Background: an optimization exercise with open tools, aiming at a short achievable clock period. Do not read the settings as production practice.
In this exercise RTL edits were held to simulation tests only and were not proved equivalent to the original.
In every run shown here, the design's own scripts or RTL, not TritonCTS, make the clock network.
No driver is modelled on the clock port, so clock power and skew are understated where the tree is cut down; a real chip needs a root buffer or a tree.
Power is estimated from default activity; no workload was simulated.

$ cat flow/run.sh
#!/bin/bash
# Own layout flow: the standard flow (standard.sh) for every step, with
# the clock tree that CTS builds swapped, inside the CTS step, for a
# two-level clock-inverter tree (post_cts.tcl sources clocktree.tcl), then
# legalized and repaired again. Each step's output goes to a log file here.
set -eo pipefail
cd "$(dirname "$0")/.."
flowdir=$(pwd)/flow
bash standard.sh synth > synth.log 2>&1
bash standard.sh floorplan place > place.log 2>&1
bash standard.sh POST_CTS_TCL="$flowdir/post_cts.tcl" cts > cts.log 2>&1
bash standard.sh finish > finish.log 2>&1
$ cat flow/clocktree.tcl
# Replace the clock tree with two levels of clock inverters: the clock port
# drives NR root inverters, each of which drives a few of the NB leaf
# inverters, and each leaf drives one cluster of flip-flops. Both levels
# invert, so the flip-flops see the port's edge.
set BUF [expr {[info exists ::env(VU_CLK_BUF)] ? $::env(VU_CLK_BUF) : "sky130_fd_sc_hd__clkinv_16"}]
set block [ord::get_db_block]
set db [ord::get_db]
set root [$block findNet clk_i]

# Walk the existing tree from the port: buffers/loads to delete, sink pins to keep
set sinks {}
set old_insts {}
set old_nets {}
set todo [list $root]
while {[llength $todo]} {
  set net [lindex $todo 0]
  set todo [lrange $todo 1 end]
  foreach it [$net getITerms] {
    if {[$it isOutputSignal]} { continue }
    set inst [$it getInst]
    set m [[$inst getMaster] getName]
    if {[[$inst getMaster] isSequential] || [string match "*__df*" $m]} {
      lappend sinks $it
    } else {
      lappend old_insts $inst
      foreach ot [$inst getITerms] {
        if {[$ot isOutputSignal] && [$ot getNet] ne "NULL"} {
          lappend todo [$ot getNet]
          lappend old_nets [$ot getNet]
        }
      }
    }
  }
}
puts "clocktree: [llength $sinks] sinks, removing [llength $old_insts] cells and [llength $old_nets] nets"
foreach it $sinks { $it disconnect }
foreach inst $old_insts { odb::dbInst_destroy $inst }
foreach net $old_nets { odb::dbNet_destroy $net }

# Leaf cells: about 30 flip-flops each
set NR [expr {[info exists ::env(VU_CLK_ROOTS)] ? $::env(VU_CLK_ROOTS) : 4}]
set NB [expr {[info exists ::env(VU_CLK_BUFS)] ? $::env(VU_CLK_BUFS) : $NR * max(1, int(ceil([llength $sinks] / (29.0 * $NR))))}]

# Sink positions (pin centres)
set pts {}
foreach it $sinks {
  set inst [$it getInst]
  set bb [$inst getBBox]
  lappend pts [list [expr {([$bb xMin] + [$bb xMax]) / 2.0}] [expr {([$bb yMin] + [$bb yMax]) / 2.0}]]
}
# k-means from a grid of seeds
set n [llength $pts]
set xs [lsort -real [lmap p $pts {lindex $p 0}]]
set ys [lsort -real [lmap p $pts {lindex $p 1}]]
set cent {}
set gx [expr {int(ceil(sqrt($NB)))}]
set gy [expr {int(ceil(double($NB) / $gx))}]
for {set k 0} {$k < $NB} {incr k} {
  set ix [expr {$k % $gx}]
  set iy [expr {$k / $gx}]
  lappend cent [list [lindex $xs [expr {int(($ix + 0.5) * $n / $gx)}]] [lindex $ys [expr {int(($iy + 0.5) * $n / $gy)}]]]
}
set cap [expr {int(ceil(double($n) / $NB))}]
for {set iter 0} {$iter < 30} {incr iter} {
  # balanced assignment: each point to its nearest centre with room left, farthest-first
  set cnt [lrepeat $NB 0]
  set asg [lrepeat $n -1]
  set items {}
  for {set i 0} {$i < $n} {incr i} {
    set p [lindex $pts $i]
    set best 1e30
    for {set k 0} {$k < $NB} {incr k} {
      set c [lindex $cent $k]
      set d [expr {abs([lindex $p 0] - [lindex $c 0]) + abs([lindex $p 1] - [lindex $c 1])}]
      if {$d < $best} { set best $d }
    }
    lappend items [list $i $best]
  }
  foreach item [lsort -real -decreasing -index 1 $items] {
    set i [lindex $item 0]
    set p [lindex $pts $i]
    set bk -1
    set best 1e30
    for {set k 0} {$k < $NB} {incr k} {
      if {[lindex $cnt $k] >= $cap} { continue }
      set c [lindex $cent $k]
      set d [expr {abs([lindex $p 0] - [lindex $c 0]) + abs([lindex $p 1] - [lindex $c 1])}]
      if {$d < $best} { set best $d; set bk $k }
    }
    lset asg $i $bk
    lset cnt $bk [expr {[lindex $cnt $bk] + 1}]
  }
  set sx [lrepeat $NB 0.0]
  set sy [lrepeat $NB 0.0]
  for {set i 0} {$i < $n} {incr i} {
    set k [lindex $asg $i]
    lset sx $k [expr {[lindex $sx $k] + [lindex $pts $i 0]}]
    lset sy $k [expr {[lindex $sy $k] + [lindex $pts $i 1]}]
  }
  for {set k 0} {$k < $NB} {incr k} {
    if {[lindex $cnt $k] > 0} {
      lset cent $k [list [expr {[lindex $sx $k] / [lindex $cnt $k]}] [expr {[lindex $sy $k] / [lindex $cnt $k]}]]
    }
  }
}
puts "clocktree: cluster sizes $cnt"

set master [$db findMaster $BUF]
$root setSigType CLOCK
# NR root cells on the port each drive a group of leaf cells; with
# inverters (VU_CLK_INV) both levels invert, so the flops see the port's edge
set RCELL [expr {[info exists ::env(VU_CLK_RCELL)] ? $::env(VU_CLK_RCELL) : $BUF}]
set rmaster [$db findMaster $RCELL]
set inpin [expr {[string match "*clkinv*" $BUF] ? "A" : "A"}]
set outpin [expr {[string match "*clkinv*" $BUF] ? "Y" : "X"}]
set rin "A"
set rout [expr {[string match "*clkinv*" $RCELL] ? "Y" : "X"}]
# group the leaves into NR contiguous groups: halves by x, then each half
# by y (quadrants for NR=4); each root drives one group
set lorder {}
for {set k 0} {$k < $NB} {incr k} { lappend lorder [list $k [lindex $cent $k 0] [lindex $cent $k 1]] }
set lorder [lsort -real -index 1 $lorder]
set nx [expr {$NR >= 4 ? 2 : 1}]
set groups {}
set per_x [expr {int(ceil(double($NB) / $nx))}]
for {set gx 0} {$gx < $nx} {incr gx} {
  set col [lsort -real -index 2 [lrange $lorder [expr {$gx * $per_x}] [expr {min($NB, ($gx + 1) * $per_x) - 1}]]]
  set ny [expr {$NR / $nx}]
  set per_y [expr {int(ceil(double([llength $col]) / $ny))}]
  for {set gy 0} {$gy < $ny} {incr gy} {
    lappend groups [lrange $col [expr {$gy * $per_y}] [expr {min([llength $col], ($gy + 1) * $per_y) - 1}]]
  }
}
for {set r 0} {$r < $NR} {incr r} {
  set rinst [odb::dbInst_create $block $rmaster "vu_clkroot_$r"]
  set rnet [odb::dbNet_create $block "vu_clkroot_net_$r"]
  $rnet setSigType CLOCK
  [$rinst findITerm $rin] connect $root
  [$rinst findITerm $rout] connect $rnet
  set rx 0.0; set ry 0.0; set cntr 0
  foreach item [lindex $groups $r] {
    set k [lindex $item 0]
    set leafroot($k) $rnet
    set rx [expr {$rx + [lindex $cent $k 0]}]; set ry [expr {$ry + [lindex $cent $k 1]}]; incr cntr
  }
  $rinst setLocation [expr {int($rx / $cntr) - [$rmaster getWidth] / 2}] [expr {int($ry / $cntr) - [$rmaster getHeight] / 2}]
  $rinst setPlacementStatus PLACED
}
for {set k 0} {$k < $NB} {incr k} {
  set inst [odb::dbInst_create $block $master "vu_clkbuf_$k"]
  set net [odb::dbNet_create $block "vu_clknet_$k"]
  $net setSigType CLOCK
  [$inst findITerm $inpin] connect $leafroot($k)
  [$inst findITerm $outpin] connect $net
  set c [lindex $cent $k]
  $inst setLocation [expr {int([lindex $c 0]) - [$master getWidth] / 2}] [expr {int([lindex $c 1]) - [$master getHeight] / 2}]
  $inst setPlacementStatus PLACED
  set nets($k) $net
}
for {set i 0} {$i < $n} {incr i} {
  [lindex $sinks $i] connect $nets([lindex $asg $i])
}
$ cat flow/post_cts.tcl
# Runs inside ORFS's CTS step after its own tree and repair: swap the tree
# for a two-level inverter tree (clocktree.tcl), legalize, repair again.
source [file join [file dirname [info script]] clocktree.tcl]
detailed_placement
estimate_parasitics -placement
report_clock_skew
repair_timing_helper
detailed_placement
check_placement -verbose
estimate_parasitics -placement
report_clock_skew
report_checks -path_delay max -format full_clock_expanded
$ cat standard.sh
#!/bin/bash
# synth_recipe.tcl (not shown) runs the flow's synth.tcl, then flattens the netlist and writes it again
# the make line also repeats each setting of config.mk as NAME=value (left out here)
make -C /OpenROAD-flow-scripts/flow DESIGN_CONFIG=/design/flow/config.mk WORK_HOME=/design/flow/orfs CLKGATE_MAP_FILE= SYNTH_SCRIPT=/design/flow/synth_recipe.tcl "${@:-finish}"
$ cat config.mk
export PLATFORM = sky130hd
export DESIGN_NAME = vector_unit_top
export DESIGN_NICKNAME = vector_unit_top
export VERILOG_FILES = /design/flow/design.v
export SDC_FILE = /design/flow/constraint.sdc
export NUM_CORES = 4
export LEC_CHECK = 0
export CAP_MARGIN = 20
export CORE_MARGIN = 2
export CORE_UTILIZATION = 55
export SETUP_SLACK_MARGIN = 2.4
export SLEW_MARGIN = 20
export SYNTH_HIERARCHICAL = 1
$ cat constraint.sdc
create_clock -name core_clock -period 4.0 [get_ports {clk_i}]
set_input_delay 0.8000 -clock core_clock [delete_from_list [all_inputs] [get_ports {clk_i}]]
set_output_delay 0.8000 -clock core_clock [all_outputs]
set_load 0.01 [all_outputs]
$ cat design.v
package vector_unit_pkg;
    typedef enum logic [1:0] {
        ESIZE_8  = 2'b00,
        ESIZE_16 = 2'b01
    } esize_t;
    typedef enum logic [3:0] {
        OP_VSRA       = 4'd0,
        OP_RND_VSRA   = 4'd1,
        OP_VSRL       = 4'd2,
        OP_RND_VSRL   = 4'd3,
        OP_VSLL       = 4'd4,
        OP_SAT_VSLL   = 4'd5,
        OP_VSATL_SMPR = 4'd6,
        OP_VSATL_RNDR = 4'd7,
        OP_VADD       = 4'd8,
        OP_VSUB       = 4'd9,
        OP_SAT_VADD   = 4'd10,
        OP_SAT_VSUB   = 4'd11
    } vunit_op_t;
    typedef enum logic [2:0] {
        VSRA, RND_VSRA, VSRL, RND_VSRL, VSLL, SAT_VSLL, VSATL_SMPR, VSATL_RNDR
    } vshift_uops_t;
    typedef enum logic [1:0] {
        VADD, VSUB, SAT_VADD, SAT_VSUB
    } vadd_uops_t;
endpackage : vector_unit_pkg
`timescale 1ns/1ps
module vu_lane_srl #(
    parameter bit E16 = 1'b1
) (
    input  logic [15:0] x,
    input  logic [3:0]  sa,
    input  logic [3:0]  sb,
    output logic [15:0] y
);
    localparam int W = E16 ? 16 : 8;
    logic [15:0] t;
    always_comb begin
        for (int j = 0; j < 16; j++) begin
            t[j] = 1'b0;
            for (int k = 0; k < 4; k++)
                if ((j % W) + k < W) t[j] = t[j] | (sa[k] & x[j+k]);
        end
        for (int j = 0; j < 16; j++) begin
            y[j] = 1'b0;
            for (int k = 0; k < (E16 ? 4 : 2); k++)
                if ((j % W) + 4*k < W) y[j] = y[j] | (sb[k] & t[j+4*k]);
        end
    end
endmodule
module vu_lane_sll #(
    parameter bit E16 = 1'b1
) (
    input  logic [15:0] x,
    input  logic [3:0]  sa,
    input  logic [3:0]  sb,
    output logic [15:0] y
);
    localparam int W = E16 ? 16 : 8;
    logic [15:0] t;
    always_comb begin
        for (int j = 0; j < 16; j++) begin
            t[j] = 1'b0;
            for (int k = 0; k < 4; k++)
                if ((j % W) - k >= 0) t[j] = t[j] | (sa[k] & x[j-k]);
        end
        for (int j = 0; j < 16; j++) begin
            y[j] = 1'b0;
            for (int k = 0; k < (E16 ? 4 : 2); k++)
                if ((j % W) - 4*k >= 0) y[j] = y[j] | (sb[k] & t[j-4*k]);
        end
    end
endmodule
module vu_mux2 #(
    parameter int W = 32
) (
    input  logic         s,
    input  logic [W-1:0] a,
    input  logic [W-1:0] b,
    output logic [W-1:0] y
);
    assign y = s ? b : a;
endmodule
module vu_rmux (
    input  logic [4:0]  adr,
    input  logic [31:0] opa,
    input  logic [31:0] opb,
    input  logic [5:0]  ctrl,
    input  logic [31:0] res,
    input  logic        ovf,
    output logic [31:0] y
);
    logic        ok;
    logic [31:0] m;
    assign ok = !adr[4] && !adr[1] && !adr[0];
    always_comb begin
        case (adr[3:2])
            2'd0: m = opa;
            2'd1: m = opb;
            2'd2: m = {26'b0, ctrl};
            default: m = res;
        endcase
        y = m & {32{ok}};
        y[1] = y[1] | (ovf && adr == 5'h10);
    end
endmodule
`timescale 1ns/1ps
module vu_lane_carry #(
    parameter bit SUB = 1'b0
) (
    input  logic [15:0] a,
    input  logic [15:0] b,
    input  logic        e16,
    output logic [15:0] c
);
    logic [15:0] gn, tn;
    vu_gen #(.SUB(SUB)) gen_i (.a(a), .b(b), .gn(gn), .tn(tn));
    vu_carry #(.CIN(SUB)) carry_i (.gn(gn), .tn(tn), .e16(e16), .c(c));
endmodule
module vu_load #(
    parameter int W = 32
) (
    input  logic         en,
    input  logic         clr,
    input  logic [W-1:0] d,
    input  logic [W-1:0] q,
    output logic [W-1:0] y
);
    assign y = en ? d : (clr ? '0 : q);
endmodule
module vu_gen #(
    parameter bit SUB = 1'b0
) (
    input  logic [15:0] a,
    input  logic [15:0] b,
    output logic [15:0] gn,
    output logic [15:0] tn
);
    assign gn = ~(a & (SUB ? ~b : b));
    assign tn = ~(a | (SUB ? ~b : b));
endmodule
module vu_carry #(
    parameter bit CIN = 1'b0
) (
    input  logic [15:0] gn,
    input  logic [15:0] tn,
    input  logic        e16,
    output logic [15:0] c
);
    logic [15:0] g, t;
    assign g = ~gn;
    assign t = ~tn;
    always_comb begin
        logic [8:0] gl, tl;
        logic [7:0] gh, th;
        gl[0] = CIN;
        tl[0] = 1'b0;
        for (int i = 0; i < 8; i++) begin
            gl[i+1] = g[i];
            tl[i+1] = t[i];
        end
        for (int d = 1; d < 9; d = d * 2) begin
            logic [8:0] gn, tn;
            gn = gl;
            tn = tl;
            for (int i = d; i < 9; i++) begin
                gn[i] = gl[i] | (tl[i] & gl[i-d]);
                tn[i] = tl[i] & tl[i-d];
            end
            gl = gn;
            tl = tn;
        end
        gh = g[15:8];
        th = t[15:8];
        for (int d = 1; d < 8; d = d * 2) begin
            logic [7:0] gn, tn;
            gn = gh;
            tn = th;
            for (int i = d; i < 8; i++) begin
                gn[i] = gh[i] | (th[i] & gh[i-d]);
                tn[i] = th[i] & th[i-d];
            end
            gh = gn;
            th = tn;
        end
        for (int i = 0; i < 8; i++) c[i] = gl[i];
        c[8] = e16 ? gl[8] : CIN;
        for (int i = 9; i < 16; i++)
            c[i] = e16 ? (gh[i-9] | (th[i-9] & gl[8])) : (gh[i-9] | (th[i-9] & CIN));
    end
endmodule
module vu_pick5 #(
    parameter int W = 32
) (
    input  logic [4:0]  sel,
    input  logic [W-1:0] w0,
    input  logic [W-1:0] w1,
    input  logic [W-1:0] w2,
    input  logic [W-1:0] w3,
    input  logic [W-1:0] w4,
    output logic [W-1:0] y
);
    assign y = ({W{sel[0]}} & w0) | ({W{sel[1]}} & w1) | ({W{sel[2]}} & w2) |
               ({W{sel[3]}} & w3) | ({W{sel[4]}} & w4);
endmodule
module vu_pick4 #(
    parameter int W = 32
) (
    input  logic [3:0]   sel,
    input  logic [W-1:0] w0,
    input  logic [W-1:0] w1,
    input  logic [W-1:0] w2,
    input  logic [W-1:0] w3,
    output logic [W-1:0] y
);
    assign y = ({W{sel[0]}} & w0) | ({W{sel[1]}} & w1) | ({W{sel[2]}} & w2) |
               ({W{sel[3]}} & w3);
endmodule
module vu_or2 (
    input  logic a,
    input  logic b,
    output logic y
);
    assign y = a | b;
endmodule
module vu_pickn #(
    parameter int N = 8,
    parameter int W = 8
) (
    input  logic [N-1:0]   sel,
    input  logic [N*W-1:0] w,
    output logic [W-1:0]   y
);
    always_comb begin
        y = '0;
        for (int i = 0; i < N; i++) y = y | ({W{sel[i]}} & w[W*i +: W]);
    end
endmodule
module vu_stage2 #(
    parameter bit E16 = 1'b1
) (
    input  logic [15:0] q,
    input  logic [3:0]  nib,
    input  logic [15:0] px,
    input  logic [1:0]  a2a,
    input  logic [1:0]  a2s,
    input  logic [1:0]  am,
    input  logic [1:0]  rr,
    input  logic [1:0]  hh1,
    input  logic [1:0]  hh0,
    output logic [15:0] y,
    output logic [1:0]  hit
);
    localparam int W = E16 ? 16 : 8;
    always_comb begin
        hit = '0;
        for (int l = 0; l < 16 / W; l++)
            hit[E16 ? 1 : l] = q[W*l+W-1] ? hh1[E16 ? 1 : l] : hh0[E16 ? 1 : l];
        for (int i = 0; i < 16; i++) begin
            logic all1, x;
            all1 = 1'b1;
            for (int b = 0; b < 4; b++)
                if (b >= (W * (i / W)) / 4 && b < i / 4) all1 = all1 & nib[b];
            for (int j = 0; j < 16; j++)
                if (j >= 4 * (i / 4) && j < i) all1 = all1 & q[j];
            x = (a2a[i / 8] & px[i]) | (a2s[i / 8] & ~px[i]) | (rr[E16 ? 1 : i / W] & all1);
            y[i] = hit[E16 ? 1 : i / W] ? ((i == W * (i / W) + W - 1) ? am[E16 ? 1 : i / W] : ~am[E16 ? 1 : i / W])
                                        : (q[i] ^ x);
        end
    end
endmodule
module vu_final (
    input  logic [7:0] s16,
    input  logic [7:0] s8,
    input  logic       sel16,
    input  logic       sel8,
    input  logic [7:0] p1,
    input  logic       en1,
    output logic [7:0] y
);
    assign y = ({8{sel16}} & s16) | ({8{sel8}} & s8) | ({8{en1}} & p1);
endmodule
module vu_g_oai21 (input logic a, input logic b, input logic c, output logic y);
    assign y = ~(a & (b | c));
endmodule
module vu_g_aoi21 (input logic a, input logic b, input logic c, output logic y);
    assign y = ~(a | (b & c));
endmodule
module vu_g_nor2 (input logic a, input logic b, output logic y);
    assign y = ~(a | b);
endmodule
module vu_g_nand2 (input logic a, input logic b, output logic y);
    assign y = ~(a & b);
endmodule
module vu_g_inv (input logic a, output logic y);
    assign y = ~a;
endmodule
module vu_ks #(
    parameter int N = 8
) (
    input  logic [N-1:0] gn,
    input  logic [N-1:0] tn,
    output logic [N-1:0] g,
    output logic [N-1:0] t
);
    localparam int L = (N > 8) ? 4 : (N > 4) ? 3 : (N > 2) ? 2 : 1;
    logic [N-1:0] gv [L+1];
    logic [N-1:0] tv [L+1];
    assign gv[0] = gn;
    assign tv[0] = tn;
    for (genvar l = 0; l < L; l++) begin : g_lvl
        localparam int D = 1 << l;
        for (genvar i = 0; i < N; i++) begin : g_pos
            if (i >= D) begin : g_node
                if (l % 2 == 0) begin : g_oai
                    vu_g_oai21 gg_i (.a(gv[l][i]), .b(tv[l][i]), .c(gv[l][i-D]), .y(gv[l+1][i]));
                    vu_g_nor2  tt_i (.a(tv[l][i]), .b(tv[l][i-D]), .y(tv[l+1][i]));
                end else begin : g_aoi
                    vu_g_aoi21 gg_i (.a(gv[l][i]), .b(tv[l][i]), .c(gv[l][i-D]), .y(gv[l+1][i]));
                    vu_g_nand2 tt_i (.a(tv[l][i]), .b(tv[l][i-D]), .y(tv[l+1][i]));
                end
            end else begin : g_pass
                vu_g_inv gi_i (.a(gv[l][i]), .y(gv[l+1][i]));
                vu_g_inv ti_i (.a(tv[l][i]), .y(tv[l+1][i]));
            end
        end
    end
    assign g = gv[L];
    assign t = tv[L];
endmodule
module vu_lane_carry2 #(
    parameter bit SUB = 1'b0,
    parameter bit E16 = 1'b1
) (
    input  logic [15:0] a,
    input  logic [15:0] b,
    output logic [15:0] c
);
    logic [15:0] gn, tn;
    logic [7:0]  gnl, gl, tl, gh, th;
    vu_gen #(.SUB(SUB)) gen_i (.a(a), .b(b), .gn(gn), .tn(tn));
    assign gnl = {gn[7:1], SUB ? tn[0] : gn[0]};
    vu_ks #(.N(8)) ksl_i (.gn(gnl), .tn(tn[7:0]), .g(gl), .t(tl));
    vu_ks #(.N(8)) ksh_i (.gn(gn[15:8]), .tn(tn[15:8]), .g(gh), .t(th));
    always_comb begin
        c[0] = SUB;
        for (int i = 1; i < 8; i++) c[i] = gl[i-1];
        if (E16) begin
            c[8] = gl[7];
            for (int i = 9; i < 16; i++) c[i] = gh[i-9] | (th[i-9] & gl[7]);
        end else begin
            c[8] = SUB;
            for (int i = 9; i < 16; i++) c[i] = gh[i-9] | (th[i-9] & SUB);
        end
    end
endmodule
module vu_g_aoi22 (input logic a0, input logic b0, input logic a1, input logic b1, output logic y);
    assign y = ~((a0 & b0) | (a1 & b1));
endmodule
module vu_g_nand3 (input logic a, input logic b, input logic c, output logic y);
    assign y = ~(a & b & c);
endmodule
module vu_g_nand2p (input logic a, input logic b, output logic y);
    assign y = ~(a & b);
endmodule
`timescale 1ns/1ps
module vu_cp #(
    parameter int W = 1
) (
    input  logic [W-1:0] d,
    output logic [W-1:0] y
);
    assign y = d;
endmodule
`timescale 1ns/1ps
module vector_unit_top (
    input  logic                  clk_i,
    input  logic                  rst_n_i,
    input  logic                  wb_cyc_i,
    input  logic                  wb_stb_i,
    input  logic                  wb_we_i,
    input  logic [5-1:0] wb_adr_i,
    input  logic [32-1:0] wb_dat_i,
    input  logic [3:0]            wb_sel_i,
    output logic [32-1:0] wb_dat_o,
    output logic                  wb_ack_o
);
    localparam int P_CA16 = 0;    
    localparam int P_CA8  = 1;    
    localparam int P_CS16 = 2;    
    localparam int P_CS8  = 3;    
    localparam int P_SL16 = 4;
    localparam int P_SL8  = 5;
    localparam int P_SR16 = 6;
    localparam int P_SR8  = 7;
    localparam int P_FL16 = 8;    
    localparam int P_FL8  = 9;
    localparam int NP     = 10;
    logic        ack_q, ack_i;
    logic        wsa_q, wsb_q, wsc_q;
    logic [3:0]  wscc_q;
    logic        wr_opa_q, wr_opb_q, wr_ctrl_q;
    logic        opa_v, opb_v, res_v;
    logic [31:0] opa_q, opb_q, result_q;
    logic [7:0]  nib_q;
    logic [31:0] opas_q, opac_q, opbc_q;
    logic [5:0]  ctrl_q;
    logic        ovf_q;
    logic [3:0]  mag_q;
    logic [15:0] oh16_q, th16_q;
    logic [7:0]  oh8_q, th8_q;
    logic [63:0] shc_q;
    logic [31:0] presl16_q, presl8_q, presr16_q, presr8_q;
    logic [31:0] precy_a16_q, precy_a8_q, precy_s16_q, precy_s8_q, prexor_q;
    logic [31:0] prefl16_q, prefl8_q;
    logic        dc_add_q, dc_add1_q, dc_round_q, dc_shsat_q, dc_addsat_q, dc_go_q;
    logic        e16_s;
    logic [3:0]  wrc_q, pgo_q;
    assign wr_opa_q  = ack_i & wsa_q;
    assign wr_opb_q  = ack_i & wsb_q;
    assign wr_ctrl_q = ack_i & wsc_q;
    assign wrc_q     = {4{ack_i}} & wscc_q;
    logic [NP-1:0] pk_q [4];
    logic [3:0]  a2c_q, sub2c_q;
    logic [3:0]  rr_q, hh1_q, hh0_q;
    logic [3:0]  a2c8_q, sub2c8_q, rr8_q;
    logic        e16_2, v2_q;
    logic [3:0]  e16c2_q;
    logic req;
    assign req      = wb_cyc_i && wb_stb_i && !ack_i;
    assign wb_ack_o = ack_q;
    logic ack_d;
    vu_cp #(.W(1)) ackcp_i (.d(req), .y(ack_d));
    logic [31:0] rdata;
    vu_rmux rmux_i (
        .adr  (wb_adr_i),
        .opa  (opa_q & {32{opa_v}}),
        .opb  (opb_q & {32{opb_v}}),
        .ctrl (ctrl_q),
        .res  (result_q & {32{res_v}}),
        .ovf  (ovf_q),
        .y    (rdata)
    );
    always_ff @(posedge clk_i) begin
        wb_dat_o <= rdata;
    end
    logic [3:0] d;
    logic       neg, e16_in;
    logic       dc_add, dc_sub, dc_sll, dc_sr, dc_arith;
    assign d        = wb_dat_i[3:0];
    assign neg      = opb_q[4];
    assign e16_in   = wb_dat_i[5] | wb_dat_i[4];
    assign dc_add   =  d[3] & ~d[2];
    assign dc_sub   =  d[0];
    assign dc_sll   = ~d[3] &  d[2] & ~(d[1] & neg);
    assign dc_sr    = ~d[3] & (~d[2] | (d[1] & neg));
    assign dc_arith = (~d[2] & ~d[1]) | (d[2] & d[1] & neg);
    logic [NP-1:0] pk_d;
    always_comb begin
        pk_d = '0;
        pk_d[P_CA16] = dc_add & ~dc_sub &  e16_in;
        pk_d[P_CA8]  = dc_add & ~dc_sub & ~e16_in;
        pk_d[P_CS16] = dc_add &  dc_sub &  e16_in;
        pk_d[P_CS8]  = dc_add &  dc_sub & ~e16_in;
        pk_d[P_SL16] = dc_sll &  e16_in;
        pk_d[P_SL8]  = dc_sll & ~e16_in;
        pk_d[P_SR16] = dc_sr  &  e16_in;
        pk_d[P_SR8]  = dc_sr  & ~e16_in;
        pk_d[P_FL16] = dc_sr  & dc_arith &  e16_in;
        pk_d[P_FL8]  = dc_sr  & dc_arith & ~e16_in;
    end
    logic g_add1, g_round, g_shsat, g_addsat, g_go;
    assign g_add1   = wr_ctrl_q & dc_add1_q;
    assign g_round  = wr_ctrl_q & dc_round_q;
    assign g_shsat  = wr_ctrl_q & dc_shsat_q;
    assign g_addsat = wr_ctrl_q & dc_addsat_q;
    assign g_go     = wr_ctrl_q & dc_go_q;
    logic [31:0] sl16_w, sl8_w, sr16_w, sr8_w;
    logic [31:0] cy_a16_w, cy_a8_w, cy_s16_w, cy_s8_w;
    for (genvar h = 0; h < 2; h++) begin : g_pre
        vu_lane_srl #(.E16(1)) srl16_i (.x(opas_q[16*h +: 16]), .sa(shc_q[8*(4*h+0) +: 4]), .sb(shc_q[8*(4*h+0)+4 +: 4]), .y(sr16_w[16*h +: 16]));
        vu_lane_srl #(.E16(0)) srl8_i  (.x(opas_q[16*h +: 16]), .sa(shc_q[8*(4*h+1) +: 4]), .sb(shc_q[8*(4*h+1)+4 +: 4]), .y(sr8_w[16*h +: 16]));
        vu_lane_sll #(.E16(1)) sll16_i (.x(opas_q[16*h +: 16]), .sa(shc_q[8*(4*h+2) +: 4]), .sb(shc_q[8*(4*h+2)+4 +: 4]), .y(sl16_w[16*h +: 16]));
        vu_lane_sll #(.E16(0)) sll8_i  (.x(opas_q[16*h +: 16]), .sa(shc_q[8*(4*h+3) +: 4]), .sb(shc_q[8*(4*h+3)+4 +: 4]), .y(sl8_w[16*h +: 16]));
        vu_lane_carry2 #(.SUB(0), .E16(1)) ca16_i (.a(opac_q[16*h +: 16]), .b(opbc_q[16*h +: 16]), .c(cy_a16_w[16*h +: 16]));
        vu_lane_carry2 #(.SUB(0), .E16(0)) ca8_i  (.a(opac_q[16*h +: 16]), .b(opbc_q[16*h +: 16]), .c(cy_a8_w[16*h +: 16]));
        vu_lane_carry2 #(.SUB(1), .E16(1)) cs16_i (.a(opac_q[16*h +: 16]), .b(opbc_q[16*h +: 16]), .c(cy_s16_w[16*h +: 16]));
        vu_lane_carry2 #(.SUB(1), .E16(0)) cs8_i  (.a(opac_q[16*h +: 16]), .b(opbc_q[16*h +: 16]), .c(cy_s8_w[16*h +: 16]));
    end
    logic [31:0] fill16_w, fill8_w;
    always_comb begin
        for (int i = 0; i < 32; i++) begin
            logic [3:0] sa16, sb16, sa8, sb8;
            logic       ge16, ge8;
            sa16 = shc_q[8*(4*(i/16)+0) +: 4];
            sb16 = shc_q[8*(4*(i/16)+0)+4 +: 4];
            sa8  = shc_q[8*(4*(i/16)+1) +: 4];
            sb8  = shc_q[8*(4*(i/16)+1)+4 +: 4];
            ge16 = 1'b0;
            ge8  = 1'b0;
            for (int hj = 0; hj < 4; hj++) begin
                if (i % 16 != 0 && hj > (16 - i % 16) / 4) ge16 = ge16 | sb16[hj];
                if (i % 8 != 0 && hj > (8 - i % 8) / 4)   ge8  = ge8  | sb8[hj];
                for (int lj = 0; lj < 4; lj++) begin
                    if (i % 16 != 0 && hj == (16 - i % 16) / 4 && lj >= (16 - i % 16) % 4)
                        ge16 = ge16 | (sb16[hj] & sa16[lj]);
                    if (i % 8 != 0 && hj == (8 - i % 8) / 4 && lj >= (8 - i % 8) % 4)
                        ge8 = ge8 | (sb8[hj] & sa8[lj]);
                end
            end
            fill16_w[i] = opas_q[16*(i/16)+15] & ge16;
            fill8_w[i]  = opas_q[8*(i/8)+7]    & ge8;
        end
    end
    logic [3:0] rnd_w, sat_w, h1_w, h0_w;
    always_comb begin
        for (int i = 0; i < 4; i++) begin
            logic r8, s8, same;
            r8 = |(opa_q[8*i +: 7] & oh8_q[7:1]);
            s8 = |(opa_q[8*i +: 8] & th8_q);
            same = opa_q[8*i+7] ~^ (opb_q[8*i+7] ^ dc_add1_q);
            h1_w[i] = same & ~opa_q[8*i+7];
            h0_w[i] = same &  opa_q[8*i+7];
            if (i % 2 == 1) begin
                logic r16, s16;
                r16 = |(opa_q[16*(i/2) +: 15] & oh16_q[15:1]);
                s16 = |(opa_q[16*(i/2) +: 16] & th16_q);
                rnd_w[i] = e16_s ? r16 : r8;
                sat_w[i] = e16_s ? s16 : s8;
            end else begin
                rnd_w[i] = r8 & !e16_s;
                sat_w[i] = s8 & !e16_s;
                h1_w[i]  = h1_w[i] & !e16_s;
                h0_w[i]  = h0_w[i] & !e16_s;
            end
        end
    end
    logic [31:0] st2_16, st2_8;
    logic [3:0]  hit16, hit8, hit;
    for (genvar h = 0; h < 2; h++) begin : g_st2
        vu_stage2 #(.E16(1)) s16_i (
            .q   (result_q[16*h +: 16]), .nib (nib_q[4*h +: 4]), .px (prexor_q[16*h +: 16]), .a2a (a2c_q[2*h +: 2]), .a2s (sub2c_q[2*h +: 2]),
            .am  ({opa_q[16*h+15], opa_q[16*h+7]}),
            .rr  (rr_q[2*h +: 2]), .hh1 (hh1_q[2*h +: 2]), .hh0 (hh0_q[2*h +: 2]),
            .y   (st2_16[16*h +: 16]), .hit (hit16[2*h +: 2]));
        vu_stage2 #(.E16(0)) s8_i (
            .q   (result_q[16*h +: 16]), .nib (nib_q[4*h +: 4]), .px (prexor_q[16*h +: 16]), .a2a (a2c8_q[2*h +: 2]), .a2s (sub2c8_q[2*h +: 2]),
            .am  ({opa_q[16*h+15], opa_q[16*h+7]}),
            .rr  (rr8_q[2*h +: 2]), .hh1 (hh1_q[2*h +: 2]), .hh0 (hh0_q[2*h +: 2]),
            .y   (st2_8[16*h +: 16]), .hit (hit8[2*h +: 2]));
    end
    assign hit = e16_2 ? (hit16 & 4'b1010) : hit8;
    logic [31:0] result_d;
    logic [7:0]  nib_d;
    for (genvar k = 0; k < 4; k++) begin : g_pick
        logic [NP-1:0]   sel;
        logic [8*NP-1:0] w;
        logic            hold, sel16, sel8, en1;
        logic [7:0]      pa, pb;
        assign sel   = pk_q[k];
        assign hold  = !(wrc_q[k] & pgo_q[k]);
        assign sel16 = hold &  e16c2_q[k];
        assign sel8  = hold & !e16c2_q[k];
        assign en1   = wrc_q[k];
        assign w     = {prefl8_q[8*k +: 8], prefl16_q[8*k +: 8],
                        presr8_q[8*k +: 8], presr16_q[8*k +: 8],
                        presl8_q[8*k +: 8], presl16_q[8*k +: 8],
                        precy_s8_q[8*k +: 8], precy_s16_q[8*k +: 8],
                        precy_a8_q[8*k +: 8], precy_a16_q[8*k +: 8]};
        for (genvar b = 0; b < 8; b++) begin : g_bit
            logic [4:0] t;
            logic [2:0] z;
            for (genvar j = 0; j < 5; j++) begin : g_t
                vu_g_aoi22 t_i (.a0(sel[2*j]), .b0(w[8*(2*j)+b]), .a1(sel[2*j+1]), .b1(w[8*(2*j+1)+b]), .y(t[j]));
            end
            vu_g_nand3  pa_i (.a(t[0]), .b(t[1]), .c(t[2]), .y(pa[b]));
            vu_g_nand2p pb_i (.a(t[3]), .b(t[4]), .y(pb[b]));
            vu_g_aoi22  z0_i (.a0(sel16), .b0(st2_16[8*k+b]), .a1(sel8), .b1(st2_8[8*k+b]), .y(z[0]));
            vu_g_nand2p z1_i (.a(en1), .b(pa[b]), .y(z[1]));
            vu_g_nand2p z2_i (.a(en1), .b(pb[b]), .y(z[2]));
            vu_g_nand3  y_i  (.a(z[0]), .b(z[1]), .c(z[2]), .y(result_d[8*k+b]));
        end
        assign nib_d[2*k]   = &(pa[3:0] | pb[3:0]);
        assign nib_d[2*k+1] = &(pa[7:4] | pb[7:4]);
    end
    logic [31:0] opa_d, opb_d;
    vu_load #(.W(32)) lda_i (.en(wr_opa_q), .clr(!opa_v), .d(wb_dat_i), .q(opa_q), .y(opa_d));
    vu_load #(.W(32)) ldb_i (.en(wr_opb_q), .clr(!opb_v), .d(wb_dat_i), .q(opb_q), .y(opb_d));
    logic [31:0] opas_d, opac_d, opbc_d;
    vu_load #(.W(32)) ldas_i (.en(wr_opa_q), .clr(!opa_v), .d(wb_dat_i), .q(opas_q), .y(opas_d));
    vu_load #(.W(32)) ldac_i (.en(wr_opa_q), .clr(!opa_v), .d(wb_dat_i), .q(opac_q), .y(opac_d));
    vu_load #(.W(32)) ldbc_i (.en(wr_opb_q), .clr(!opb_v), .d(wb_dat_i), .q(opbc_q), .y(opbc_d));
    logic [3:0]  mag_d;
    logic [15:0] oh16_d, th16_d;
    logic [7:0]  oh8_d, th8_d;
    always_comb begin
        mag_d = opb_q[4] ? 4'(5'd0 - opb_q[4:0]) : opb_q[3:0];
        for (int k = 0; k < 16; k++) oh16_d[k] = (mag_q == 4'(k));
        for (int k = 0; k < 8; k++)  oh8_d[k]  = (mag_q[2:0] == 3'(k));
        for (int k = 0; k < 16; k++) begin
            th16_d[k] = 1'b0;
            for (int j = 15 - k; j < 16; j++) th16_d[k] = th16_d[k] | oh16_d[j];
        end
        for (int k = 0; k < 8; k++) begin
            th8_d[k] = 1'b0;
            for (int j = 7 - k; j < 8; j++) th8_d[k] = th8_d[k] | oh8_d[j];
        end
    end
    logic [63:0] shc_d;
    logic [7:0]  sel16_d, sel8_d;
    always_comb begin
        for (int k = 0; k < 4; k++) begin
            sel16_d[k]   = (mag_d[1:0] == 2'(k));
            sel16_d[4+k] = (mag_d[3:2] == 2'(k));
        end
        sel8_d = {2'b00, mag_d[2], !mag_d[2], sel16_d[3:0]};
    end
    for (genvar k = 0; k < 8; k++) begin : g_shc
        vu_cp #(.W(8)) cp_i (.d((k % 2 == 0) ? sel16_d : sel8_d), .y(shc_d[8*k +: 8]));
    end
    logic          wsc_d;
    logic [3:0]    wscc_d, pgo_d, a2c_d, sub2c_d, e16c2_d, a2c8_d, sub2c8_d, rr8_d;
    logic [NP-1:0] pk_cd [4];
    assign wsc_d = wb_we_i && (wb_adr_i == 5'h08);
    for (genvar k = 0; k < 4; k++) begin : g_cp
        vu_cp #(.W(1))  wscc_i (.d(wsc_d), .y(wscc_d[k]));
        vu_cp #(.W(1))  pgo_i  (.d(dc_add | dc_sll | dc_sr), .y(pgo_d[k]));
        vu_cp #(.W(NP)) pk_i   (.d(pk_d), .y(pk_cd[k]));
        vu_cp #(.W(1))  a2c_i  (.d(g_go & dc_add_q & !dc_add1_q), .y(a2c_d[k]));
        vu_cp #(.W(1))  sub2c_i(.d(g_add1), .y(sub2c_d[k]));
        vu_cp #(.W(1))  a2c8_i (.d(g_go & dc_add_q & !dc_add1_q), .y(a2c8_d[k]));
        vu_cp #(.W(1))  sub2c8_i(.d(g_add1), .y(sub2c8_d[k]));
        vu_cp #(.W(1))  rr8_i  (.d(rnd_w[k] & g_round), .y(rr8_d[k]));
        vu_cp #(.W(1))  e16c2_i(.d(e16_s), .y(e16c2_d[k]));
    end
    always_ff @(posedge clk_i or negedge rst_n_i) begin
        if (!rst_n_i) begin
            ack_q     <= 1'b0;
            ack_i     <= 1'b0;
            opa_v     <= 1'b0;
            opb_v     <= 1'b0;
            res_v     <= 1'b0;
            v2_q      <= 1'b0;
            ctrl_q    <= '0;
            ovf_q     <= 1'b0;
        end else begin
            ack_q     <= ack_d;
            ack_i     <= req;
            opa_v     <= opa_v | wr_opa_q;
            opb_v     <= opb_v | wr_opb_q;
            res_v     <= res_v | g_go;
            v2_q      <= g_go;
            if (wr_ctrl_q) ctrl_q <= wb_dat_i[5:0];
            if (v2_q) ovf_q <= |hit;
        end
    end
    always_ff @(posedge clk_i) begin
        wsa_q       <= wb_we_i && (wb_adr_i == 5'h00);
        wsb_q       <= wb_we_i && (wb_adr_i == 5'h04);
        wsc_q       <= wsc_d;
        wscc_q      <= wscc_d;
        opa_q       <= opa_d;
        opb_q       <= opb_d;
        opas_q      <= opas_d;
        opac_q      <= opac_d;
        opbc_q      <= opbc_d;
        result_q    <= result_d;
        nib_q       <= nib_d;
        mag_q       <= mag_d;
        oh16_q      <= oh16_d;
        th16_q      <= th16_d;
        oh8_q       <= oh8_d;
        th8_q       <= th8_d;
        shc_q       <= shc_d;
        presl16_q   <= sl16_w;
        presl8_q    <= sl8_w;
        presr16_q   <= sr16_w;
        presr8_q    <= sr8_w;
        precy_a16_q <= cy_a16_w;
        precy_a8_q  <= cy_a8_w;
        precy_s16_q <= cy_s16_w;
        precy_s8_q  <= cy_s8_w;
        prexor_q    <= opac_q ^ opbc_q;
        prefl16_q   <= fill16_w;
        prefl8_q    <= fill8_w;
        pgo_q       <= pgo_d;
        for (int k = 0; k < 4; k++) pk_q[k] <= pk_cd[k];
        dc_add_q    <= dc_add;
        dc_add1_q   <=  d[3] & ~d[2] &  d[0];
        dc_addsat_q <=  d[3] & ~d[2] &  d[1];
        dc_round_q  <= ~d[3] &  d[0] & (~d[2] | (d[1] & neg));
        dc_shsat_q  <= ~d[3] &  d[2] & ((~d[1] & d[0]) | (d[1] & ~neg));
        dc_go_q     <= dc_add | dc_sll | dc_sr;
        e16_s       <= e16_in;
        e16_2       <= e16_s;
        e16c2_q     <= e16c2_d;
        a2c_q       <= a2c_d;
        sub2c_q     <= sub2c_d;
        rr_q        <= rnd_w & {4{g_round}};
        a2c8_q      <= a2c8_d;
        sub2c8_q    <= sub2c8_d;
        rr8_q       <= rr8_d;
        hh1_q       <= (sat_w & {4{g_shsat}}) | (h1_w & {4{g_addsat}});
        hh0_q       <= (sat_w & {4{g_shsat}}) | (h0_w & {4{g_addsat}});
    end
endmodule
==> flow_summary.yaml, run 1 <==
status:
  status: "no timing/DRC/antenna violations"
die:
  die_w_um: 263.6
  num_io_pins: 79
  die_area_um2: 69490
  initial_core_util_pct: 55.39
  placementRows: 95
  dieHeight_um: 263.6
  coreArea_um2: 66920
pwr:
  power.leakage_nw: 15.89
  ir_drop_mv: 0.4357
  pwr-share-comb_pct: 8.4
  p_sw_share_pct: 30.80
  p_int_w: 0.009079
  pwr-share-seq_pct: 63.2
  pwr_density_cell_nw_per_um2: 327.7
  power_frac_clock_pct: 28.4
  switchingPower_w: 0.004041
clock_network:
  numClockSinks: 790
  clk_pin_slew_ns: 0.09
  clk-insertion-delay-late_ns: 0.32
cells_and_area:
  fin_cells: 4775
  nNetsFinal: 3951
  largest-register: "shc_q"
  final_common_cell: "dfxtp_1"
  seq_area_um2: 16070
  syn_to_final_growth_pct: 8.010
  largest_registers: "shc_q: 60 flops, pk_q: 40 flops"
  fill_cells: 5777
  multi_input_area_um2: 19030
  layout_common_cells: "dfxtp_1, nand2_1, a22o_1"
  drive_gt1_share_pct: 21.64
  largest_reg_flops: 60
  design_area_um2: 40030
placed_design:
  dp_cells: 4628
  placed_area_um2: 37030
  gp_congestion: 0.9603
  hpwl_um: 83240
  place.port_buffers: 74
  dp_slack_ns: 1.286
detailed_routing:
  route.detailed.drc: 0
  final_antenna_net_count: 0
  wl_per_cell_um: 25.55
  drt_first_pass_iters: 6
  vias: 30120
  routed_wl_um: 122000
  via_per_inst: 6.308
  drt_iter0_drc: 3156
sta:
  worst_pin_slew_ns: 0.8138
  timing.hold.ws_ns: 0.4119
  period_share_pct: 43.98
  max_slew_margin_pct: 45.67
  setup_violations: 0
  drv_slew: 0
  max_clock_freq_ghz: 0.5684
  rsz0062_at_grt: "yes"
  hold_viol: 0
  setup_tns_ns: 0
  setup_ws_ns: 2.241
  period_minus_slack_ns: 1.759
  skew_ns: 0.02140
critical_path:
  r2r_slack_ns: 2.24
  cp_data_required_time_ns: 4.25
  cp-start-kind: "register"
  path_max_fanout: 8
  reg2reg_to: "opas_q[11]"
  crit_type: "reg -> reg"
  crit_arrival_ns: 2.01
  r2r-start: "ack_i"
  r2r_cells: 8
  endpoint_kind: "register"
global_route:
  antenna_found_initial: 2
  grt_first_pass_wirelength_um: 181500
  grt_pass1_vias: 28980
  grtUsageTotal_pct: 33.98
  grt_overflow: 0
  grt_max_degree: 34
synth:
  synth_warnings: 26
  netlist_area_um2: 37070
  syn_area_per_cell_um2: 9.434
  syn_inst: 3929
worst_hold_path:
  hp-class: "reg -> reg"
  hold_path_end: "mag_q[0]"
  hold-path-cell-count: 0
  min_from: "opb_q[0]"
run:
  cap_violations: 0
-- power by group through the flow --
stage	Sequential [W]	Clock (W)	Combinational, W
floorplan	0.00833	0	0.000673
global placement	0.00844	0	0.000861
detailed placement	0.00845	0	0.000875
global route	0.00831	0.00409	0.00116
finish	0.00829	0.00373	0.00110
-- worst max path at each step --
| stage | start | end | slack, ns | cells after the start |
|---|---|---|---|---|
| 2_1_floorplan | wb_adr_i[1] | wscc_q[0] | 2.23 | 3 |
| 3_3_place_gp | wb_dat_i[2] | pk_q[0][8] | 1.31 | 3 |
| 3_5_place_dp | wb_dat_i[2] | pk_q[2][8] | 1.29 | 3 |
| 5_1_grt | ack_i | opas_q[13] | 2.24 | 8 |
| 6_report | ack_i | opas_q[11] | 2.24 | 8 |
-- critical path, stage by stage, from the launching register on --
cell	delay, ns
dfrtp_4	0.49
buf_6	0.14
buf_6	0.11
and2_4	0.16
buf_12	0.13
buf_16	0.17
nor2_4	0.16
clkbuf_16	0.20
a22o_1	0.12
-- metal layers --
layer | share of wire (%) | track usage, % | vias up | wire length, um
met3 | 6.8 | 4.050 | 223 | 8284
met4 | 4.3 | 12.73 | 2 | 5211
met2 | 47 | 56.44 | 1282 | 57200
met5 | 0.0098 | 0 | - | 12
li1 | - | - | 13790 | -
met1 | 42 | 45.39 | 14820 | 51320
-- stage by stage --
stage / total power, W / util, %
floorplan: 0.009008 / -
global placement: 0.009302 / 55.33
detailed placement: 0.009325 / 55.33
global route: 0.01356 / 59.82
finish: 0.01312 / 59.82
-- area by class of cell --
class / count / area share, %
multi-input combinational: 2682 / 47.54
timing repair buffer: 199 / 5.307
tap: 873 / 2.728
sequential: 790 / 40.14
antenna: 1 / 0.006251
inverter: 230 / 4.285
==> inputs of run 2 (changes only) <==
--- a/design.v
+++ b/design.v
@@ -363,6 +363,33 @@
 module vu_g_nand2p (input logic a, input logic b, output logic y);
     assign y = ~(a & b);
 endmodule
+module vu_g_nor3 (input logic a, input logic b, input logic c, output logic y);
+    assign y = ~(a | b | c);
+endmodule
+module vu_wrdec (
+    input  logic       cyc,
+    input  logic       stb,
+    input  logic       we,
+    input  logic       ack,
+    input  logic [4:0] adr,
+    output logic       wr_opa,
+    output logic       wr_opb,
+    output logic       wr_ctrl
+);
+    logic m1, m2a, m3a, m2b, m3b, m2c, na, nb, nc;
+    vu_g_nand3  m1_i  (.a(cyc), .b(stb), .c(we), .y(m1));
+    vu_g_nor3   m2a_i (.a(adr[4]), .b(adr[3]), .c(adr[2]), .y(m2a));
+    vu_g_nor3   m3a_i (.a(adr[1]), .b(adr[0]), .c(ack), .y(m3a));
+    vu_g_nor3   m2b_i (.a(adr[4]), .b(adr[3]), .c(adr[1]), .y(m2b));
+    vu_g_nor2   m3b_i (.a(adr[0]), .b(ack), .y(m3b));
+    vu_g_nor3   m2c_i (.a(adr[4]), .b(adr[2]), .c(adr[1]), .y(m2c));
+    vu_g_nand2p na_i  (.a(m2a), .b(m3a), .y(na));
+    vu_g_nand3  nb_i  (.a(m2b), .b(m3b), .c(adr[2]), .y(nb));
+    vu_g_nand3  nc_i  (.a(m2c), .b(m3b), .c(adr[3]), .y(nc));
+    vu_g_nor2   a_i   (.a(m1), .b(na), .y(wr_opa));
+    vu_g_nor2   b_i   (.a(m1), .b(nb), .y(wr_opb));
+    vu_g_nor2   c_i   (.a(m1), .b(nc), .y(wr_ctrl));
+endmodule
 `timescale 1ns/1ps
 module vu_cp #(
     parameter int W = 1
@@ -396,9 +423,7 @@
     localparam int P_FL16 = 8;    
     localparam int P_FL8  = 9;
     localparam int NP     = 10;
-    logic        ack_q, ack_i;
-    logic        wsa_q, wsb_q, wsc_q;
-    logic [3:0]  wscc_q;
+    logic        ack_q;
     logic        wr_opa_q, wr_opb_q, wr_ctrl_q;
     logic        opa_v, opb_v, res_v;
     logic [31:0] opa_q, opb_q, result_q;
@@ -416,10 +441,6 @@
     logic        dc_add_q, dc_add1_q, dc_round_q, dc_shsat_q, dc_addsat_q, dc_go_q;
     logic        e16_s;
     logic [3:0]  wrc_q, pgo_q;
-    assign wr_opa_q  = ack_i & wsa_q;
-    assign wr_opb_q  = ack_i & wsb_q;
-    assign wr_ctrl_q = ack_i & wsc_q;
-    assign wrc_q     = {4{ack_i}} & wscc_q;
     logic [NP-1:0] pk_q [4];
     logic [3:0]  a2c_q, sub2c_q;
     logic [3:0]  rr_q, hh1_q, hh0_q;
@@ -427,10 +448,8 @@
     logic        e16_2, v2_q;
     logic [3:0]  e16c2_q;
     logic req;
-    assign req      = wb_cyc_i && wb_stb_i && !ack_i;
+    assign req      = wb_cyc_i && wb_stb_i && !ack_q;
     assign wb_ack_o = ack_q;
-    logic ack_d;
-    vu_cp #(.W(1)) ackcp_i (.d(req), .y(ack_d));
     logic [31:0] rdata;
     vu_rmux rmux_i (
         .adr  (wb_adr_i),
@@ -618,12 +637,16 @@
     for (genvar k = 0; k < 8; k++) begin : g_shc
         vu_cp #(.W(8)) cp_i (.d((k % 2 == 0) ? sel16_d : sel8_d), .y(shc_d[8*k +: 8]));
     end
-    logic          wsc_d;
-    logic [3:0]    wscc_d, pgo_d, a2c_d, sub2c_d, e16c2_d, a2c8_d, sub2c8_d, rr8_d;
+    logic          wr_ctrl_d;
+    logic [3:0]    wrc_d, pgo_d, a2c_d, sub2c_d, e16c2_d, a2c8_d, sub2c8_d, rr8_d;
     logic [NP-1:0] pk_cd [4];
-    assign wsc_d = wb_we_i && (wb_adr_i == 5'h08);
+    logic wr_opa_d, wr_opb_d;
+    vu_wrdec wrdec_i (
+        .cyc (wb_cyc_i), .stb (wb_stb_i), .we (wb_we_i), .ack (ack_q), .adr (wb_adr_i),
+        .wr_opa (wr_opa_d), .wr_opb (wr_opb_d), .wr_ctrl (wr_ctrl_d)
+    );
     for (genvar k = 0; k < 4; k++) begin : g_cp
-        vu_cp #(.W(1))  wscc_i (.d(wsc_d), .y(wscc_d[k]));
+        vu_cp #(.W(1))  wrc_i  (.d(wr_ctrl_d), .y(wrc_d[k]));
         vu_cp #(.W(1))  pgo_i  (.d(dc_add | dc_sll | dc_sr), .y(pgo_d[k]));
         vu_cp #(.W(NP)) pk_i   (.d(pk_d), .y(pk_cd[k]));
         vu_cp #(.W(1))  a2c_i  (.d(g_go & dc_add_q & !dc_add1_q), .y(a2c_d[k]));
@@ -636,7 +659,10 @@
     always_ff @(posedge clk_i or negedge rst_n_i) begin
         if (!rst_n_i) begin
             ack_q     <= 1'b0;
-            ack_i     <= 1'b0;
+            wr_opa_q  <= 1'b0;
+            wr_opb_q  <= 1'b0;
+            wr_ctrl_q <= 1'b0;
+            wrc_q     <= '0;
             opa_v     <= 1'b0;
             opb_v     <= 1'b0;
             res_v     <= 1'b0;
@@ -644,8 +670,11 @@
             ctrl_q    <= '0;
             ovf_q     <= 1'b0;
         end else begin
-            ack_q     <= ack_d;
-            ack_i     <= req;
+            ack_q     <= req;
+            wr_opa_q  <= wr_opa_d;
+            wr_opb_q  <= wr_opb_d;
+            wr_ctrl_q <= wr_ctrl_d;
+            wrc_q     <= wrc_d;
             opa_v     <= opa_v | wr_opa_q;
             opb_v     <= opb_v | wr_opb_q;
             res_v     <= res_v | g_go;
@@ -655,10 +684,6 @@
         end
     end
     always_ff @(posedge clk_i) begin
-        wsa_q       <= wb_we_i && (wb_adr_i == 5'h00);
-        wsb_q       <= wb_we_i && (wb_adr_i == 5'h04);
-        wsc_q       <= wsc_d;
-        wscc_q      <= wscc_d;
         opa_q       <= opa_d;
         opb_q       <= opb_d;
         opas_q      <= opas_d;
==> flow_summary.yaml, run 2 <==
status:
  status: "no timing/DRC/antenna violations"
pwr:
  power.leakage_nw: 15.78
  power_w: 0.01297
  pwr-share-comb_pct: 8.0
  power_frac_clock_pct: 28.4
  pwr-share-seq_pct: 63.6
  ir_drop_mv: 0.4572
  pwr_density_cell_nw_per_um2: 326.2
  p_int_w: 0.009020
  p_sw_share_pct: 30.48
  switchingPower_w: 0.003954
cells_and_area:
  fill_cells: 5795
  largest_registers: "shc_q: 60 flops, pk_q: 40 flops"
  nNetsFinal: 3924
  syn_to_final_growth_pct: 7.095
  final_common_cell: "dfxtp_1"
  fin_cells: 4751
  largest-register: "shc_q"
  largest_reg_flops: 60
  layout_common_cells: "dfxtp_1, nand2_1, a22o_1"
  drive_gt1_share_pct: 21.53
detailed_routing:
  wl_per_cell_um: 25.75
  routed_wl_um: 122300
  vias: 30040
  drt_iter0_drc: 3408
  via_per_inst: 6.324
  final_antenna_net_count: 0
  drt_first_pass_iters: 12
  route.detailed.drc: 0
sta:
  skew_ns: 0.04185
  worst_pin_slew_ns: 0.8146
  max_clock_freq_ghz: 0.5946
  setup_violations: 0
  hold_viol: 0
  setup_tns_ns: 0
  period_share_pct: 42.04
  rsz0062_at_grt: "yes"
  max_slew_margin_pct: 45.62
  drv_slew: 0
  period_minus_slack_ns: 1.682
  setup_ws_ns: 2.318
critical_path:
  cp_slowest_cell: "dfrtp_2"
  path_cells: "buf_6"
  cpPeakStageDelay_ns: 0.45
  cp-start-kind: "register"
  cp_top_family: "flip-flops"
  crit_buf_inv: 1
  path_max_fanout: 2
  crit_arrival_ns: 0.88
  crit_type: "reg -> out"
  cp_data_required_time_ns: 3.20
  endpoint_kind: "primary output"
worst_hold_path:
  hp-class: "reg -> reg"
clock_network:
  clk-insertion-delay-late_ns: 0.32
  numClockSinks: 789
  clk_pin_slew_ns: 0.09
die:
  die_area_um2: 69620
  num_io_pins: 79
  initial_core_util_pct: 55.40
  dieHeight_um: 263.9
  coreArea_um2: 67040
  die_w_um: 263.9
  placementRows: 95
global_route:
  antenna_found_initial: 4
  grt_first_pass_wirelength_um: 181300
  grt_pass1_vias: 28310
  grt_max_degree: 34
  grt_overflow: 0
  grtUsageTotal_pct: 34.09
placed_design:
  place.port_buffers: 74
  hpwl_um: 82520
  dp_cells: 4626
  dp_slack_ns: 1.273
  gp_congestion: 0.9348
synth:
  syn_area_per_cell_um2: 9.465
  synth_warnings: 26
  syn_inst: 3924
  netlist_area_um2: 37140
run:
  cap_violations: 0
run 2: changes by cell type in the layout (fill, tap and decap cells not counted), sizes merged, moves of 7 or more:
cell and delta:
buf -19, mux2 +7, dfxtp -7, a22oi +12
run 2: through the flow:
stage / hold WS [ns] / util [%] / area (um2)
global route: 0.4239 / 59.32 / 39770
global placement: 0.3874 / 55.32 / 37090
finish: 0.4039 / 59.33 / 39770
detailed placement: 0.3958 / 55.32 / 37090
floorplan: 0.3730 / - / 37230
run 2: layer usage:
layer / part of all wire, % / vias to the layer above / GRT usage [%]
li1: - / 13730 / -
met1: 46 / 14750 / 50.62
met2: 43 / 1371 / 50.58
met3: 8.6 / 192 / 6.329
met4: 2.7 / 0 / 9.198
met5: 0 / - / 0
run 2: power groups by stage:
| stage | Sequential (W) | Clock, W | Combinational (W) |
|---|---|---|---|
| floorplan | 0.00832 | 0 | 0.000665 |
| global placement | 0.00842 | 0 | 0.000814 |
| detailed placement | 0.00842 | 0 | 0.000828 |
| global route | 0.00827 | 0.00404 | 0.00110 |
| finish | 0.00825 | 0.00369 | 0.00104 |
run 2: final cells by class:
type | count | area [um2] | area share (%)
Inverter | 231 | 1722 | 4.329
Sequential cell | 789 | 16160 | 40.62
Tap cell | 873 | 1092 | 2.746
Multi-Input combinational cell | 2677 | 18980 | 47.73
Antenna cell | 4 | 10.01 | 0.02517
Timing Repair Buffer | 177 | 1810 | 4.552
run 2: worst paths after layout:
path | depth (start not counted) | from | slack (ns) | to
worst min-delay path | 0 | opb_q[0] | 0.40 | mag_q[0]
worst min register to register | 0 | opb_q[0] | 0.40 | mag_q[0]
worst max register to register | 5 | prexor_q[15] | 2.39 | result_q[15]
max in group asynchronous | 1 | rst_n_i | 3.10 | wr_opa_q
worst max-delay path | 1 | ack_q | 2.32 | wb_ack_o
min in group asynchronous | 1 | rst_n_i | 0.45 | wrc_q[0]

## port drivers added, routing unchanged
How much do the figures lean on ideal ports? The routed layouts below were timed once more, with nothing changed but the port constraints. Step 1 (the two cells are an assumption about what drives the block):
set clk [get_ports {clk_i}]
set_driving_cell -lib_cell sky130_fd_sc_hd__clkbuf_16 $clk
set_driving_cell -lib_cell sky130_fd_sc_hd__buf_2 [delete_from_list [all_inputs] $clk]
Step 2 adds t to the input delays and takes it off the output delays; t is the mean of the earliest and latest rising clock arrival at the registers after step 1. Input paths then give back, and output paths get back, about the clock's delay inside the block. a / b / c = no drivers / after step 1 / after step 2; a / b = the first two.
run | t (ns) | setup WS [ns] | clock arrival spread, ns
run 1 | 0.573 | 2.241 / 2.121 / 2.017 | 0.024 / 0.025
run 2 | 0.568 | 2.318 / 2.048 / 2.020 | 0.052 / 0.052
After both steps every run listed still meets setup and hold. The setup slack of run 2, which loses most, moves by -0.270 ns with the drivers and by -0.298 ns with both steps.
